Background: an optimization exercise with open tools, aiming at small area. Do not read the settings as production practice.
RTL that was checked went through simulation tests only; none was proved equivalent to the original.
Power and IR drop assume default switching activity.

==> module ofm_maxpool_rx, before the edit <==
module ofm_maxpool_rx #(
    parameter int unsigned DW = ofm_maxpool_rx_pkg::OFM_DW,
    parameter int unsigned N  = ofm_maxpool_rx_pkg::OFM_N
) (
    input  logic          clk,
    input  logic          rst,
    input  logic          in_valid,
    input  logic [DW-1:0] In_OFM,
    output logic          busy,
    output logic          overrun,
    output logic          out_valid,
    output logic [DW-1:0] Out_Pool
);
    localparam int unsigned PN    = N - 1;
    localparam int unsigned NS    = PN * PN;
    localparam int unsigned IDX_W = $clog2(N + 1);
    logic [IDX_W-1:0]   r_row, r_col;
    logic               r_busy, r_overrun, r_out_valid;
    logic [DW-1:0]      r_out_pool;
    logic [DW-1:0]      qn [NS];       
    logic w_pool, w_pool_last, w_col0, w_col_end, w_row_end;
    logic w_shift, w_rot, w_fold_end, w_fold_prev;
    logic w_cap, w_s_gt_q0, w_s_gt_qt, w_s_gt_qp, w_take_s;
    logic [DW-1:0] w_hn;
    function automatic logic f_gt(input logic [DW-1:0] a, input logic [DW-1:0] bn);
        logic g;
        g = 1'b0;
        for (int i = 0; i < DW; i++)
            g = (a[i] & bn[i]) | (~(~a[i] & ~bn[i]) & g);
        f_gt = g;
    endfunction
    function automatic logic [IDX_W-1:0] f_inc(input logic [IDX_W-1:0] i);
        f_inc = '0;
        for (int k = 0; k < N - 1; k++)
            if (i == IDX_W'(k))
                f_inc = IDX_W'(k + 1);
        if (i == IDX_W'(N))
            f_inc = IDX_W'(2);
    endfunction
    logic [IDX_W-1:0] w_row_inc, w_col_inc;
    assign w_row_inc   = f_inc(r_row);
    assign w_col_inc   = f_inc(r_col);
    assign w_col0      = (r_col == '0);
    assign w_col_end   = (r_col == IDX_W'(PN));
    assign w_row_end   = (r_row == IDX_W'(PN));
    assign w_pool      = r_busy || (r_col == IDX_W'(N));
    assign w_pool_last = w_pool && (r_row == '0) && w_col0;
    assign w_cap       = !w_pool;
    assign w_shift     = w_pool || (in_valid && !w_col_end && !w_row_end);
    assign w_rot       = in_valid && w_row_end && !w_col_end;
    assign w_fold_end  = in_valid && w_col_end;
    assign w_fold_prev = w_cap && !w_col0;
    assign w_s_gt_q0 = f_gt(In_OFM, qn[0]);
    assign w_s_gt_qt = f_gt(In_OFM, qn[PN-1]);
    assign w_s_gt_qp = f_gt(In_OFM, qn[PN]);
    assign w_take_s  = w_fold_prev && w_s_gt_q0;
    always_ff @(posedge clk) begin
        if (w_shift || w_rot || (w_fold_end && w_s_gt_q0))
            qn[0] <= (w_rot && !w_s_gt_qt) ? qn[PN-1] : ~In_OFM;
        if (w_shift || w_rot)
            qn[1] <= w_take_s ? ~In_OFM : qn[0];
        for (int i = 2; i < PN; i++)
            if (w_shift || w_rot)
                qn[i] <= qn[i-1];
        if (w_shift || (w_fold_end && !w_row_end && w_s_gt_qp))
            qn[PN] <= (w_shift && !(w_cap && w_s_gt_qt)) ? qn[PN-1] : ~In_OFM;
        if (w_shift)
            qn[PN+1] <= (w_fold_prev && w_s_gt_qp) ? ~In_OFM : qn[PN];
        for (int i = PN + 2; i < NS; i++)
            if (w_shift)
                qn[i] <= qn[i-1];
    end
    always_ff @(posedge clk) begin
        if (rst) begin
            r_row       <= '0;
            r_col       <= '0;
            r_busy      <= 1'b0;
            r_overrun   <= 1'b0;
            r_out_valid <= 1'b0;
            r_out_pool  <= '0;
        end else begin
            if (w_pool) begin
                if (w_pool_last) begin
                    if (in_valid) r_col <= IDX_W'(1);
                end else if (r_col == IDX_W'(PN - 1)) begin
                    r_col <= '0;
                    r_row <= (r_row == IDX_W'(PN - 1)) ? '0 : w_row_inc;
                end else begin
                    r_col <= w_col_inc;
                end
            end else if (in_valid) begin
                if (w_col_end) begin
                    r_col <= '0;
                    if (w_row_end) begin
                        r_row  <= '0;
                        r_col  <= IDX_W'(N);
                    end else begin
                        r_row <= w_row_inc;
                    end
                end else begin
                    r_col <= w_col_inc;
                end
            end
            r_busy      <= w_pool && !w_pool_last;
            r_overrun   <= w_pool && !w_pool_last && in_valid;
            r_out_valid <= w_pool;
            r_out_pool  <= w_pool ? ~qn[NS-1] : '0;
        end
    end
    assign busy      = r_busy;
    assign overrun   = r_overrun;
    assign out_valid = r_out_valid;
    assign Out_Pool  = r_out_pool;
endmodule
clock: 10.0 ns
lec_check: 0
abc_area: 1
cap_margin: 20
core_margin: 2
core_utilization: 60
cts_buf_list: sky130_fd_sc_hd__clkbuf_8
cts_cluster_diameter: 80
cts_cluster_size: 16
slew_margin: 20
standard.sh (not shown) runs the stock make flow with config.mk's settings and CLKGATE_MAP_FILE= SYNTH_SCRIPT=/design/flow/synth_recipe.tcl, a recipe that flattens the netlist after the stock synthesis.
==> flow/flow/run.sh <==
#!/bin/bash
# Own layout flow: the standard ORFS flow (standard.sh) with two changes.
#  - Synthesis is the standard flow's own script (synth_recipe.tcl), but the final ABC
#    technology mapping uses an area-oriented script (flow/area.abc) in
#    place of ORFS's abc_area.script. Registers are untouched (ABC maps
#    only the combinational logic).
#  - Port buffers are the smallest buffer cell (buf_1).
# Each tool's full output is in standard.log (make, yosys, openroad).
set -euo pipefail
W=$(pwd)
export FLOW_ABC_SCRIPT="$W/flow/area.abc"
export FLOW_SYNTH_TCL="$W/synth_recipe.tcl"
CTS_ARGS="-sink_clustering_enable -repair_clock_nets -sink_clustering_size 18 -sink_clustering_max_diameter 80 -buf_list sky130_fd_sc_hd__clkbuf_8 -dont_use_dummy_load"
bash standard.sh "SYNTH_SCRIPT=$W/flow/synth.tcl" "CTS_ARGS=$CTS_ARGS" \
    "BUFFER_PORTS_ARGS=-buffer_cell sky130_fd_sc_hd__buf_1" finish > standard.log 2>&1
==> flow/flow/area.abc <==
&get -n
&st
&syn2
&dch -f
&nf -R 1000
&put
topo
==> flow/flow/synth.tcl <==
# synth_recipe.tcl with one change: the abc call that maps the logic to
# cells runs flow/area.abc instead of the script ORFS passes with -script.
proc abc {args} {
  set i [lsearch -exact $args -script]
  if { $i >= 0 } { lset args [expr { $i + 1 }] $::env(FLOW_ABC_SCRIPT) }
  puts "abc wrapper: [join $args { }]"
  yosys abc {*}$args
}
source $::env(FLOW_SYNTH_TCL)
Edit:
--- a/flow/design.v
+++ b/flow/design.v
@@ -40,18 +40,19 @@
     output logic          overrun,
     output logic          out_valid,
     output logic [DW-1:0] Out_Pool
 );
     localparam int unsigned PN    = N - 1;
     localparam int unsigned NS    = PN * PN;
-    localparam int unsigned IDX_W = $clog2(N + 1);
+    localparam int unsigned IDX_W = $clog2(N);
+    logic               r_pool;
     logic [IDX_W-1:0]   r_row, r_col;
     logic               r_busy, r_overrun, r_out_valid;
     logic [DW-1:0]      r_out_pool;
     logic [DW-1:0]      qn [NS];       
-    logic w_pool, w_pool_last, w_col0, w_col_end, w_row_end;
+    logic w_pool_last, w_col0, w_col_end, w_row_end;
     logic w_shift, w_rot, w_fold_end, w_fold_prev;
     logic w_cap, w_s_gt_q0, w_s_gt_qt, w_s_gt_qp, w_take_s;
     logic [DW-1:0] w_hn;
     function automatic logic f_gt(input logic [DW-1:0] a, input logic [DW-1:0] bn);
         logic g;
         g = 1'b0;
@@ -61,25 +62,22 @@
     endfunction
     function automatic logic [IDX_W-1:0] f_inc(input logic [IDX_W-1:0] i);
         f_inc = '0;
         for (int k = 0; k < N - 1; k++)
             if (i == IDX_W'(k))
                 f_inc = IDX_W'(k + 1);
-        if (i == IDX_W'(N))
-            f_inc = IDX_W'(2);
     endfunction
     logic [IDX_W-1:0] w_row_inc, w_col_inc;
     assign w_row_inc   = f_inc(r_row);
     assign w_col_inc   = f_inc(r_col);
     assign w_col0      = (r_col == '0);
     assign w_col_end   = (r_col == IDX_W'(PN));
     assign w_row_end   = (r_row == IDX_W'(PN));
-    assign w_pool      = r_busy || (r_col == IDX_W'(N));
-    assign w_pool_last = w_pool && (r_row == '0) && w_col0;
-    assign w_cap       = !w_pool;
-    assign w_shift     = w_pool || (in_valid && !w_col_end && !w_row_end);
+    assign w_pool_last = r_pool && (r_row == '0) && w_col0;
+    assign w_cap       = !r_pool;
+    assign w_shift     = r_pool || (in_valid && !w_col_end && !w_row_end);
     assign w_rot       = in_valid && w_row_end && !w_col_end;
     assign w_fold_end  = in_valid && w_col_end;
     assign w_fold_prev = w_cap && !w_col0;
     assign w_s_gt_q0 = f_gt(In_OFM, qn[0]);
     assign w_s_gt_qt = f_gt(In_OFM, qn[PN-1]);
     assign w_s_gt_qp = f_gt(In_OFM, qn[PN]);
@@ -99,45 +97,48 @@
         for (int i = PN + 2; i < NS; i++)
             if (w_shift)
                 qn[i] <= qn[i-1];
     end
     always_ff @(posedge clk) begin
         if (rst) begin
+            r_pool      <= 1'b0;
             r_row       <= '0;
             r_col       <= '0;
             r_busy      <= 1'b0;
             r_overrun   <= 1'b0;
             r_out_valid <= 1'b0;
             r_out_pool  <= '0;
         end else begin
-            if (w_pool) begin
+            if (r_pool) begin
                 if (w_pool_last) begin
+                    r_pool <= 1'b0;
                     if (in_valid) r_col <= IDX_W'(1);
                 end else if (r_col == IDX_W'(PN - 1)) begin
                     r_col <= '0;
                     r_row <= (r_row == IDX_W'(PN - 1)) ? '0 : w_row_inc;
                 end else begin
                     r_col <= w_col_inc;
                 end
             end else if (in_valid) begin
                 if (w_col_end) begin
                     r_col <= '0;
                     if (w_row_end) begin
                         r_row  <= '0;
-                        r_col  <= IDX_W'(N);
+                        r_col  <= IDX_W'(1);
+                        r_pool <= 1'b1;
                     end else begin
                         r_row <= w_row_inc;
                     end
                 end else begin
                     r_col <= w_col_inc;
                 end
             end
-            r_busy      <= w_pool && !w_pool_last;
-            r_overrun   <= w_pool && !w_pool_last && in_valid;
-            r_out_valid <= w_pool;
-            r_out_pool  <= w_pool ? ~qn[NS-1] : '0;
+            r_busy      <= r_pool && !w_pool_last;
+            r_overrun   <= r_pool && !w_pool_last && in_valid;
+            r_out_valid <= r_pool;
+            r_out_pool  <= r_pool ? ~qn[NS-1] : '0;
         end
     end
     assign busy      = r_busy;
     assign overrun   = r_overrun;
     assign out_valid = r_out_valid;
     assign Out_Pool  = r_out_pool;
Result:
- synthesized cell count stays flat
- wire length is higher by 1.3%
- synthesized area barely changes
- cell area stays flat
- power hardly moves
- cell count does not change
The RTL of the first run of this note was laid out without a check of its function.

-- what the ideal ports hide --
Ports are ideal in the flow. The routed layouts listed here were re-timed in OpenROAD.
Step 1, drivers: a clkbuf_16 drives clk and a buf_2 each remaining input, both assumed.
Step 2 times the ports against the registers' clock, not the clock port: input delays grow and output delays shrink by t, the midpoint of the rising clock arrivals with the driver on.
a / b / c = no drivers / after step 1 / after step 2; a / b = the first two.
run | shift t [ns] | setup slack, ns | worst data-port slew with drivers (ns) | pins driven straight from the clock port
the first run | 0.582 | 2.847 / 2.872 / 2.290 | 0.05 | 1
the second run | 0.589 | 2.636 / 2.663 / 2.074 | 0.06 | 1
After both steps every run listed still meets setup and hold. The setup slack of the second run, which loses most, moves by +0.027 ns with the drivers and by -0.562 ns with both steps.
